Background: an optimization exercise with open tools, aiming at small area, a short achievable clock period and few clock cycles per item. Do not read the settings as production practice.
In this exercise RTL edits were held to simulation tests only and were not proved equivalent to the original.
Power and IR drop assume default switching activity.

File: flow/run.sh
#!/bin/bash
# synth_recipe.tcl (not shown) runs the flow's synth.tcl, then flattens the netlist and writes it again
# the make line also repeats each setting of config.mk as NAME=value (left out here)
make -C /OpenROAD-flow-scripts/flow DESIGN_CONFIG=/design/flow/config.mk WORK_HOME=/design/flow/orfs CLKGATE_MAP_FILE= SYNTH_SCRIPT=/design/flow/synth_recipe.tcl finish
File: flow/config.mk
export PLATFORM = sky130hd
export DESIGN_NAME = sclane_top
export DESIGN_NICKNAME = sclane_top
export VERILOG_FILES = /design/flow/design.v
export SDC_FILE = /design/flow/constraint.sdc
export NUM_CORES = 4
export LEC_CHECK = 0
export CAP_MARGIN = 20
export CORE_MARGIN = 2
export CORE_UTILIZATION = 40
export SLEW_MARGIN = 20
File: flow/constraint.sdc
create_clock -name core_clock -period 12.0 [get_ports {clk}]
set_input_delay 2.4000 -clock core_clock [delete_from_list [all_inputs] [get_ports {clk}]]
set_output_delay 2.4000 -clock core_clock [all_outputs]
set_load 0.01 [all_outputs]
File: flow/design.v
`default_nettype none
package sclane_pkg;
  localparam int unsigned TIME_W     = 31;
  localparam int unsigned TEXT_W     = 16;
  localparam int unsigned PLACE_W    = 2;
  localparam int unsigned LANE_IDX_W = 5;
  localparam int unsigned CFG_IDX_W  = 2;
  localparam int unsigned CFG_DATA_W = 16;
  localparam int unsigned WWIDTH_W   = 16;
  localparam int unsigned LCOUNT_W   = 6;
  localparam int unsigned SPAN_W     = 16;
  localparam logic [CFG_IDX_W-1:0] CFG_WINDOW_WIDTH = 2'd0;
  localparam logic [CFG_IDX_W-1:0] CFG_LANE_COUNT   = 2'd1;
  localparam logic [CFG_IDX_W-1:0] CFG_LANE_SPAN    = 2'd2;
  localparam logic [WWIDTH_W-1:0] WWIDTH_RST = 16'd1280;
  localparam logic [LCOUNT_W-1:0] LCOUNT_RST = 6'd12;
  localparam logic [SPAN_W-1:0]   SPAN_RST   = 16'd400;
  localparam logic [PLACE_W-1:0] PLACE_SCROLL = 2'd0;
  localparam logic [PLACE_W-1:0] PLACE_BOTTOM = 2'd1;
  localparam int unsigned MAX_LANES_DEF = 32;
  localparam logic [31:0] ENTRY_MARGIN  = 32'd10;
  localparam int unsigned DIV_NUM_W = 32;
  localparam int unsigned DIV_DEN_W = 17;
  localparam int unsigned DIV_Q_W   = 16;
  localparam int unsigned DIV_STEP  = 4;
  typedef struct packed {
    logic [TIME_W-1:0]  arrival_time;
    logic [TEXT_W-1:0]  text_width;
    logic [PLACE_W-1:0] placement;
  } in_word_t;
  typedef struct packed {
    logic [LANE_IDX_W-1:0] lane_index;
    logic                  half_offset;
  } out_word_t;
  typedef struct packed {
    logic load_item;
    logic mul_item;
    logic lane_load;
    logic div_start;
    logic cap_catch;
    logic lane_inc;
    logic fin_hit;
    logic fin_zero;
    logic fin_best;
    logic wr;
    logic out_load;
  } cmd_t;
  typedef struct packed {
    logic bottom;
    logic div_done;
    logic bot_hit;
    logic scr_hit;
    logic last_lane;
    logic out_free;
  } sts_t;
endpackage
`default_nettype wire
`default_nettype none
module sclane_ram #(
  parameter int unsigned WIDTH = 8,
  parameter int unsigned DEPTH = 32,
  localparam int unsigned AW = (DEPTH > 1) ? $clog2(DEPTH) : 1
) (
  input  wire logic                 clk,
  input  wire logic                 we,
  input  wire logic [AW-1:0]        waddr,
  input  wire logic [WIDTH-1:0]     wdata,
  input  wire logic [AW-1:0]        raddr,
  output logic      [WIDTH-1:0]     rdata
);
  logic [WIDTH-1:0] mem [DEPTH];
  logic [WIDTH-1:0] rdata_r;
  always_ff @(posedge clk) begin
    if (we) begin
      mem[waddr] <= wdata;
    end
    rdata_r <= mem[raddr];
  end
  assign rdata = rdata_r;
endmodule
`default_nettype wire
`default_nettype none
module sclane_div (
  input  wire logic                                 clk,
  input  wire logic                                 rst_n,
  input  wire logic                                 start,
  input  wire logic [sclane_pkg::DIV_NUM_W-1:0]     num,
  input  wire logic [sclane_pkg::DIV_DEN_W-1:0]     den,
  output logic                                      done,
  output logic      [sclane_pkg::DIV_Q_W-1:0]       quot
);
  localparam int unsigned NW    = sclane_pkg::DIV_NUM_W;
  localparam int unsigned DW    = sclane_pkg::DIV_DEN_W;
  localparam int unsigned QW    = sclane_pkg::DIV_Q_W;
  localparam int unsigned STEP  = sclane_pkg::DIV_STEP;
  localparam int unsigned ITERS = QW / STEP;
  localparam int unsigned CW    = (ITERS > 1) ? $clog2(ITERS) : 1;
  logic [DW-1:0] rem_r, rem_nxt;
  logic [QW-1:0] lo_r, lo_nxt;
  logic [QW-1:0] q_r, q_nxt;
  logic [DW-1:0] den_r;
  logic          zero_r;
  logic          busy_r;
  logic          done_r;
  logic [CW-1:0] cnt_r;
  always_comb begin
    logic [DW:0] trial;
    logic        qbit;
    rem_nxt = rem_r;
    lo_nxt  = lo_r;
    q_nxt   = q_r;
    for (int i = 0; i < STEP; i++) begin
      trial  = {rem_nxt, lo_nxt[QW-1]};
      lo_nxt = {lo_nxt[QW-2:0], 1'b0};
      qbit   = 1'b0;
      if (trial >= {1'b0, den_r}) begin
        trial = trial - {1'b0, den_r};
        qbit  = 1'b1;
      end
      rem_nxt = trial[DW-1:0];
      q_nxt   = {q_nxt[QW-2:0], qbit};
    end
  end
  always_ff @(posedge clk) begin
    if (!rst_n) begin
      busy_r <= 1'b0;
      done_r <= 1'b0;
      cnt_r  <= '0;
    end else begin
      done_r <= 1'b0;
      if (start) begin
        busy_r <= 1'b1;
        cnt_r  <= '0;
      end else if (busy_r) begin
        cnt_r <= cnt_r + 1'b1;
        if (cnt_r == CW'(ITERS - 1)) begin
          busy_r <= 1'b0;
          done_r <= 1'b1;
        end
      end
    end
  end
  always_ff @(posedge clk) begin
    if (start) begin
      rem_r  <= DW'(num[NW-1:QW]);
      lo_r   <= num[QW-1:0];
      den_r  <= den;
      zero_r <= (den == '0);
      q_r    <= '0;
    end else if (busy_r) begin
      rem_r <= rem_nxt;
      lo_r  <= lo_nxt;
      q_r   <= q_nxt;
    end
  end
  assign done = done_r;
  assign quot = zero_r ? '0 : q_r;
endmodule
`default_nettype wire
`default_nettype none
module sclane_ctrl (
  input  wire logic               clk,
  input  wire logic               rst_n,
  input  wire logic               in_valid,
  output logic                    in_ready,
  input  wire sclane_pkg::sts_t   sts,
  output sclane_pkg::cmd_t        cmd
);
  localparam logic [3:0] ST_IDLE  = 4'd0;
  localparam logic [3:0] ST_DISP  = 4'd1;
  localparam logic [3:0] ST_IDIV  = 4'd2;
  localparam logic [3:0] ST_IWAIT = 4'd3;
  localparam logic [3:0] ST_SRD   = 4'd4;
  localparam logic [3:0] ST_SLD   = 4'd5;
  localparam logic [3:0] ST_SDIV  = 4'd6;
  localparam logic [3:0] ST_SWAIT = 4'd7;
  localparam logic [3:0] ST_BRD   = 4'd8;
  localparam logic [3:0] ST_BCHK  = 4'd9;
  localparam logic [3:0] ST_WR    = 4'd10;
  localparam logic [3:0] ST_OUT   = 4'd11;
  logic [3:0] state_r, state_nxt;
  assign in_ready = (state_r == ST_IDLE);
  always_comb begin
    state_nxt = state_r;
    cmd       = '0;
    unique case (state_r)
      ST_IDLE: begin
        if (in_valid) begin
          cmd.load_item = 1'b1;
          state_nxt     = ST_DISP;
        end
      end
      ST_DISP: begin
        if (sts.bottom) begin
          state_nxt = ST_BRD;
        end else begin
          cmd.mul_item = 1'b1;
          state_nxt    = ST_IDIV;
        end
      end
      ST_IDIV: begin
        cmd.div_start = 1'b1;
        state_nxt     = ST_IWAIT;
      end
      ST_IWAIT: begin
        if (sts.div_done) begin
          cmd.cap_catch = 1'b1;
          state_nxt     = ST_SRD;
        end
      end
      ST_SRD: begin
        state_nxt = ST_SLD;
      end
      ST_SLD: begin
        cmd.lane_load = 1'b1;
        state_nxt     = ST_SDIV;
      end
      ST_SDIV: begin
        cmd.div_start = 1'b1;
        state_nxt     = ST_SWAIT;
      end
      ST_SWAIT: begin
        if (sts.div_done) begin
          if (sts.scr_hit) begin
            cmd.fin_hit = 1'b1;
            state_nxt   = ST_WR;
          end else if (sts.last_lane) begin
            cmd.fin_best = 1'b1;
            state_nxt    = ST_WR;
          end else begin
            cmd.lane_inc = 1'b1;
            state_nxt    = ST_SRD;
          end
        end
      end
      ST_BRD: begin
        state_nxt = ST_BCHK;
      end
      ST_BCHK: begin
        if (sts.bot_hit) begin
          cmd.fin_hit = 1'b1;
          state_nxt   = ST_WR;
        end else if (sts.last_lane) begin
          cmd.fin_zero = 1'b1;
          state_nxt    = ST_WR;
        end else begin
          cmd.lane_inc = 1'b1;
          state_nxt    = ST_BRD;
        end
      end
      ST_WR: begin
        cmd.wr    = 1'b1;
        state_nxt = ST_OUT;
      end
      ST_OUT: begin
        if (sts.out_free) begin
          cmd.out_load = 1'b1;
          state_nxt    = ST_IDLE;
        end
      end
      default: begin
        state_nxt = ST_IDLE;
      end
    endcase
  end
  always_ff @(posedge clk) begin
    if (!rst_n) begin
      state_r <= ST_IDLE;
    end else begin
      state_r <= state_nxt;
    end
  end
endmodule
`default_nettype wire
`default_nettype none
module sclane_dpath #(
  parameter int unsigned MAX_LANES = sclane_pkg::MAX_LANES_DEF
) (
  input  wire logic                                  clk,
  input  wire logic                                  rst_n,
  input  wire sclane_pkg::in_word_t                  in_data,
  input  wire logic                                  cfg_valid,
  input  wire logic [sclane_pkg::CFG_IDX_W-1:0]      cfg_index,
  input  wire logic [sclane_pkg::CFG_DATA_W-1:0]     cfg_data,
  input  wire sclane_pkg::cmd_t                      cmd,
  output sclane_pkg::sts_t                           sts,
  output logic                                       out_valid,
  input  wire logic                                  out_ready,
  output sclane_pkg::out_word_t                      out_data
);
  localparam int unsigned LW  = (MAX_LANES > 1) ? $clog2(MAX_LANES) : 1;
  localparam int unsigned TW  = sclane_pkg::TIME_W;
  localparam int unsigned XW  = sclane_pkg::TEXT_W;
  localparam int unsigned SW  = sclane_pkg::SPAN_W;
  localparam int unsigned CNW = sclane_pkg::LCOUNT_W;
  localparam int unsigned QW  = sclane_pkg::DIV_Q_W;
  localparam int unsigned NW  = sclane_pkg::DIV_NUM_W;
  localparam int unsigned DW  = sclane_pkg::DIV_DEN_W;
  logic [sclane_pkg::WWIDTH_W-1:0] ww_r;
  logic [CNW-1:0]                  lc_r;
  logic [SW-1:0]                   span_r;
  logic [TW-1:0]     t_r;
  logic [XW-1:0]     w_r;
  logic              bot_r;
  logic [LW-1:0]     nlast_r, nlast_nxt;
  logic [LW-1:0]     j_r;
  logic [LW-1:0]     best_r;
  logic [TW-1:0]     best_t_r;
  logic [TW:0]       catch_r;
  logic [NW-1:0]     num_r;
  logic [DW-1:0]     den_r;
  logic [TW-1:0]     pt_r;
  logic [LW-1:0]     res_lane_r;
  logic              res_half_r;
  logic [MAX_LANES-1:0] sv_r;
  logic [MAX_LANES-1:0] bv_r;
  logic              vld_r;
  logic              out_vld_r;
  sclane_pkg::out_word_t out_data_r;
  logic [TW+XW-1:0]  s_rdata;
  logic [TW-1:0]     b_rdata;
  logic [TW-1:0]     s_time, b_time;
  logic [XW-1:0]     s_width;
  logic [CNW-1:0]    lc_m1;
  logic              div_done;
  logic [QW-1:0]     quot;
  logic [TW:0]       bot_lhs, scr_lhs1, scr_lhs2;
  logic              scr_skip;
  always_ff @(posedge clk) begin
    if (!rst_n) begin
      ww_r   <= sclane_pkg::WWIDTH_RST;
      lc_r   <= sclane_pkg::LCOUNT_RST;
      span_r <= sclane_pkg::SPAN_RST;
    end else if (cfg_valid) begin
      unique case (cfg_index)
        sclane_pkg::CFG_WINDOW_WIDTH: ww_r   <= cfg_data;
        sclane_pkg::CFG_LANE_COUNT:   lc_r   <= cfg_data[CNW-1:0];
        sclane_pkg::CFG_LANE_SPAN:    span_r <= cfg_data;
        default: ;
      endcase
    end
  end
  assign lc_m1 = lc_r - 1'b1;
  always_comb begin
    if (lc_r == '0) begin
      nlast_nxt = '0;
    end else if (32'(lc_r) > MAX_LANES) begin
      nlast_nxt = LW'(MAX_LANES - 1);
    end else begin
      nlast_nxt = LW'(lc_m1);
    end
  end
  sclane_ram #(.WIDTH(TW + XW), .DEPTH(MAX_LANES)) u_scroll_ram (
    .clk   (clk),
    .we    (cmd.wr && !bot_r),
    .waddr (res_lane_r),
    .wdata ({t_r, w_r}),
    .raddr (j_r),
    .rdata (s_rdata)
  );
  sclane_ram #(.WIDTH(TW), .DEPTH(MAX_LANES)) u_bottom_ram (
    .clk   (clk),
    .we    (cmd.wr && bot_r),
    .waddr (res_lane_r),
    .wdata (t_r),
    .raddr (j_r),
    .rdata (b_rdata)
  );
  assign s_time  = vld_r ? s_rdata[TW+XW-1:XW] : '0;
  assign s_width = vld_r ? s_rdata[XW-1:0]     : '0;
  assign b_time  = vld_r ? b_rdata             : '0;
  always_ff @(posedge clk) begin
    if (!rst_n) begin
      sv_r <= '0;
      bv_r <= '0;
    end else if (cmd.wr) begin
      if (bot_r) begin
        bv_r[res_lane_r] <= 1'b1;
      end else begin
        sv_r[res_lane_r] <= 1'b1;
      end
    end
  end
  always_ff @(posedge clk) begin
    vld_r <= bot_r ? bv_r[j_r] : sv_r[j_r];
  end
  sclane_div u_div (
    .clk   (clk),
    .rst_n (rst_n),
    .start (cmd.div_start),
    .num   (num_r),
    .den   (den_r),
    .done  (div_done),
    .quot  (quot)
  );
  always_ff @(posedge clk) begin
    if (cmd.load_item) begin
      t_r     <= in_data.arrival_time;
      w_r     <= in_data.text_width;
      bot_r   <= (in_data.placement == sclane_pkg::PLACE_BOTTOM);
      nlast_r <= nlast_nxt;
    end
    if (cmd.mul_item) begin
      num_r <= {16'b0, span_r} * {16'b0, ww_r};
      den_r <= {1'b0, ww_r} + {1'b0, w_r};
    end
    if (cmd.lane_load) begin
      num_r <= {16'b0, span_r} * {16'b0, s_width};
      den_r <= {1'b0, ww_r} + {1'b0, s_width};
      pt_r  <= s_time;
      if (j_r == '0 || s_time < best_t_r) begin
        best_r   <= j_r;
        best_t_r <= s_time;
      end
    end
    if (cmd.cap_catch) begin
      catch_r <= {1'b0, t_r} + (TW+1)'(quot);
    end
    if (cmd.load_item) begin
      j_r <= '0;
    end else if (cmd.lane_inc) begin
      j_r <= j_r + 1'b1;
    end
    if (cmd.fin_hit) begin
      res_lane_r <= j_r;
      res_half_r <= 1'b0;
    end else if (cmd.fin_zero) begin
      res_lane_r <= '0;
      res_half_r <= 1'b0;
    end else if (cmd.fin_best) begin
      res_lane_r <= best_r;
      res_half_r <= 1'b1;
    end
  end
  assign bot_lhs  = {1'b0, b_time} + (TW+1)'(span_r);
  assign scr_lhs1 = {1'b0, pt_r} + (TW+1)'(sclane_pkg::ENTRY_MARGIN) + (TW+1)'(quot);
  assign scr_lhs2 = {1'b0, pt_r} + (TW+1)'(sclane_pkg::ENTRY_MARGIN) + (TW+1)'(span_r);
  assign scr_skip = scr_lhs1 > {1'b0, t_r};
  always_ff @(posedge clk) begin
    if (!rst_n) begin
      out_vld_r <= 1'b0;
    end else if (cmd.out_load) begin
      out_vld_r <= 1'b1;
    end else if (out_ready) begin
      out_vld_r <= 1'b0;
    end
  end
  always_ff @(posedge clk) begin
    if (cmd.out_load) begin
      out_data_r.lane_index  <= sclane_pkg::LANE_IDX_W'(res_lane_r);
      out_data_r.half_offset <= res_half_r;
    end
  end
  assign out_valid = out_vld_r;
  assign out_data  = out_data_r;
  always_comb begin
    sts.bottom    = bot_r;
    sts.div_done  = div_done;
    sts.bot_hit   = bot_lhs < {1'b0, t_r};
    sts.scr_hit   = !scr_skip && (scr_lhs2 < catch_r);
    sts.last_lane = (j_r == nlast_r);
    sts.out_free  = !out_vld_r || out_ready;
  end
endmodule
`default_nettype wire
`default_nettype none
module scrolling_comment_lane_allocator_core #(
  parameter int unsigned MAX_LANES = sclane_pkg::MAX_LANES_DEF
) (
  input  wire logic                                  clk,
  input  wire logic                                  rst_n,
  input  wire logic                                  in_valid,
  output logic                                       in_ready,
  input  wire sclane_pkg::in_word_t                  in_data,
  output logic                                       out_valid,
  input  wire logic                                  out_ready,
  output sclane_pkg::out_word_t                      out_data,
  input  wire logic                                  cfg_valid,
  output logic                                       cfg_ready,
  input  wire logic [sclane_pkg::CFG_IDX_W-1:0]      cfg_index,
  input  wire logic [sclane_pkg::CFG_DATA_W-1:0]     cfg_data
);
  sclane_pkg::cmd_t cmd;
  sclane_pkg::sts_t sts;
  assign cfg_ready = 1'b1;
  sclane_ctrl u_ctrl (
    .clk      (clk),
    .rst_n    (rst_n),
    .in_valid (in_valid),
    .in_ready (in_ready),
    .sts      (sts),
    .cmd      (cmd)
  );
  sclane_dpath #(.MAX_LANES(MAX_LANES)) u_dpath (
    .clk       (clk),
    .rst_n     (rst_n),
    .in_data   (in_data),
    .cfg_valid (cfg_valid),
    .cfg_index (cfg_index),
    .cfg_data  (cfg_data),
    .cmd       (cmd),
    .sts       (sts),
    .out_valid (out_valid),
    .out_ready (out_ready),
    .out_data  (out_data)
  );
endmodule
`default_nettype wire
`default_nettype none
module sclane_top (
  input  wire logic        clk,
  input  wire logic        rst_n,
  input  wire logic        in_valid,
  output logic             in_ready,
  input  wire logic [48:0] in_data,
  output logic             out_valid,
  input  wire logic        out_ready,
  output logic [5:0]       out_data,
  input  wire logic        cfg_valid,
  output logic             cfg_ready,
  input  wire logic [1:0]  cfg_index,
  input  wire logic [15:0] cfg_data
);
  sclane_pkg::in_word_t  in_w;
  sclane_pkg::out_word_t out_w;
  assign in_w     = in_data;
  assign out_data = out_w;
  scrolling_comment_lane_allocator_core u_core (
    .clk       (clk),
    .rst_n     (rst_n),
    .in_valid  (in_valid),
    .in_ready  (in_ready),
    .in_data   (in_w),
    .out_valid (out_valid),
    .out_ready (out_ready),
    .out_data  (out_w),
    .cfg_valid (cfg_valid),
    .cfg_ready (cfg_ready),
    .cfg_index (cfg_index),
    .cfg_data  (cfg_data)
  );
endmodule
`default_nettype wire
==> reports/qor.yml <==
status: "finished clean"
drive_gt1_share_pct: 15.7
ctsHtreeMaxLevel: 5
cts_buffer_depth: 4
area_growth_pct: 13.1
synth_cells: 9096
place_inst: 13600
drt-total-wl_um: 404000
gp_congestion: 0.895
rsz0062_at_grt: "no"
final_util_pct: 45.4
worst-path-buf-inv: 6
synth_cell_types: 85
synth_area_um2: 140000
layout_common_cells: "edfxtp_1 (2758), nand2_1 (800), inv_1 (642), mux4_2 (565), ha_1 (487)"
antenna_left: 0
combPwrFrac_pct: 38.0
p_leak_uw: 0.0545
setup-violations-final: 0
p_switching_uw: 12000
end_kind: "register"
overflow: 0
async_flop_share_pct: 0
die_width_um: 596
cp_max_fo: 11
drv_cap: 0
arrival_ns: 11.85
dr_total_vias: 81600
rows: 217
syn_area_per_cell_um2: 15.4
crit_family: "compound AO/OA/AOI/OAI gates"
synth_top_area_share_pct: 59.0
root_buffer: "clkbuf_16"
dpl.hpwl_um: 242000
ys.flop_type: "edfxtp_1"
grt_max_degree: 113
cp_common_cell: "a21oi_1"
max_freq_mhz: 89.0
start_util_pct: 40.2
clk_latency_ns: 0.94
worst_pin_slew_ns: 1.11
viasPerCell: 5.73
grt_usage_pct: 22.3
clock_skew_ns: 0.0826
syn_nets: 10100
hold_violations: 0
fin_nets: 10300
swShare_pct: 33.2
slowest_stage: "a222oi_1"
io_buffers: 79
synth_area_leaders: "edfxtp_1 (59%), mux4_2 (9.1%), fa_1 (5.7%)"
firstDrtPassIters: 7
synth_warnings: 5
pwr-share-seq_pct: 34.8
grt_pass1_vias: 82300
die_h_um: 596
tritoncts: "built"
drc: 0
io_pins: 81
post_drt_wl_per_cell_um: 28.4
critPathKind: "register to register"
power_density_nw_per_um2: 228
core_region_area_um2: 349000
clockPowerShare_pct: 27.3
slew_violations: 0
antenna_found_initial: 14
synth-edff-count: 2758
ir_drop_mv: 0.983
ys_seq_area_share_pct: 62.0
fin_cells: 14200
yosysTopAreaCell: "edfxtp_1"
intPower_uw: 24100
max-slew-margin-rel_pct: 25.7
ys_ff_latch: 2971
slowest_delay_ns: 0.50
grt_pass1_wl_um: 581000
start_kind: "register"
fin_tns_setup_ns: 0
crit_required_ns: 12.61
cts.sinks: 2971
die_area_um2: 356000
fin_crit_ns: 11.24
fin_crit_sh_pct: 93.7
drt_first_iter_violations: 8799
cts_buffers: 316
mostFrequentLayoutCell: "edfxtp_1"
path_clk_slew_ns: 0.06
min_path_type: "register to register"
[Yosys cell counts, drive strengths merged, types with 23 or more instances]
| library cell | number |
|---|---|
| o22ai | 48 |
| nor3 | 71 |
| a21boi | 43 |
| o21bai | 35 |
| mux2i | 343 |
| and2 | 165 |
| nor2b | 82 |
| mux2 | 62 |
| o21ai | 193 |
| and3 | 110 |
| edfxtp | 2758 |
| nand2 | 802 |
| xor2 | 83 |
| buf | 84 |
| a21o | 90 |
| inv | 644 |
| xnor2 | 169 |
| mux4 | 565 |
| clkbuf | 346 |
| or3 | 23 |
| dfxtp | 213 |
| nand3 | 91 |
| a31oi | 27 |
| a21oi | 263 |
| fa | 397 |
| ha | 487 |
| o221ai | 191 |
| a211oi | 39 |
| o21a | 90 |
| nand4 | 45 |
| nand2b | 37 |
| nor4 | 32 |
| nor2 | 304 |
[cells by family (layout without fill, tap and decap cells)]
family                     count (synthesis)  count (layout)  synth area share [%]
DFF                                     2971            2971                  62.0
and+or+nand+nor                         1817            1817                  6.04
buffers and inverters                   1076            1602                  2.90
xor gates and xnor gates                 252             252                  1.57
other                                      1               3               0.00267
adders and majority gates                886             886                  10.0
muxes                                    970             970                  12.0
AOI/OAI and AO/OA                       1123            1123                  5.42
[final timing paths]
check | cells past startpoint | slack (ns) | endpoint | start
min | 1 | 0.46 | u_core.u_dpath.bv_r[30]$_SDFFE_PN0P_ | u_core.u_dpath.bv_r[30]$_SDFFE_PN0P_
max | 45 | 0.76 | u_core.u_dpath.u_div.rem_r[10]$_DFFE_PP_ | u_core.u_dpath.u_div.lo_r[15]$_DFFE_PP_
max reg2reg | 45 | 0.76 | u_core.u_dpath.u_div.rem_r[10]$_DFFE_PP_ | u_core.u_dpath.u_div.lo_r[15]$_DFFE_PP_
min reg2reg | 1 | 0.46 | u_core.u_dpath.bv_r[30]$_SDFFE_PN0P_ | u_core.u_dpath.bv_r[30]$_SDFFE_PN0P_
[power groups by stage]
| stage | clock, µW | sequential (µW) | combinational (µW) |
|---|---|---|---|
| after floorplan | 0 | 12800 | 8560 |
| after CTS | 9990 | 12600 | 13700 |
| final | 9860 | 12600 | 13700 |
| after global routing | 10400 | 12600 | 15100 |
| after detailed placement | 0 | 12800 | 13600 |
| after global placement | 0 | 12800 | 13600 |
[flip-flops by register name, indices dropped and copies added, names as in the netlist, 17 cells and up]
register	count
u_core.u_dpath.sv_r	32
u_core.u_dpath.t_r	31
u_core.u_dpath.best_t_r	31
u_core.u_dpath.bv_r	32
u_core.u_dpath.u_scroll_ram.mem	1504
u_core.u_dpath.catch_r	32
u_core.u_dpath.den_r	17
u_core.u_dpath.pt_r	31
u_core.u_dpath.u_scroll_ram.rdata_r	47
u_core.u_dpath.u_div.rem_r	17
u_core.u_dpath.u_bottom_ram.rdata_r	31
u_core.u_dpath.u_bottom_ram.mem	992
u_core.u_dpath.num_r	32
u_core.u_dpath.u_div.den_r	17
[per-stage QoR]
stage	cell area, µm²	worst slack (ns)	hold slack, ns	total power, µW
floorplan	140000	1.74	0.406	21300
global placement	148000	0.356	0.441	26400
detailed placement	148000	0.695	0.451	26400
CTS	159000	0.624	0.467	36300
global route	159000	0.0456	0.484	38000
finish	159000	0.759	0.465	36100
[area by class of cell]
cell class | count | area (µm²)
Multi-Input combinational cell | 5049 | 49700
Tap cell | 4599 | 5750
Sequential cell | 2971 | 87100
Inverter | 646 | 2430
Fill cell | 30000 | 191000
Clock buffer | 405 | 8450
Clock inverter | 174 | 1960
Antenna cell | 2 | 5.00
Timing Repair Buffer | 377 | 3280
[routing by layer]
metal / routed length (µm) / GRT usage [%] / vias to the layer above
met5: 26 / 0 / -
met3: 29100 / 3.07 / 608
met1: 171000 / 31.2 / 42800
met4: 12000 / 6.56 / 4
li1: - / - / 34900
met2: 192000 / 36.5 / 3302
[repair_timing]
item                                    in CTS  in global routing
endpoints found under the setup margin       0                  9
gates resized for setup                      0                  1
buffers inserted                             0                  0
endpoints found under the hold margin        0                  0
hold buffers                                 0                  0
Testbench counts, summed over its fixed seeds: cycles 283,912, items 4,800.

[what the ideal ports hide]
The results above use ideal ports. As a check the final layout listed here was re-extracted and re-timed, cells and wires unchanged. Step 1, drivers: a clkbuf_16 drives clk and a buf_2 each remaining input, both assumed. Step 2, shift: input delay + t, output delay - t, t = (earliest + latest rising clock arrival at the registers) / 2. This alone moves slack from input paths to output paths. Three values: no drivers, after step 1, after step 2; two values: the first two.
t, ns: 0.994
slack for setup (ns): 0.759 / 0.759 / 0.759
worst register clock-pin slew, ns: 0.07 / 0.07
pins driven straight from the clock port: 1
After both steps this run still meets setup and hold. The setup slack of this run moves by 0.000 ns with the drivers and by 0.000 ns with both steps.
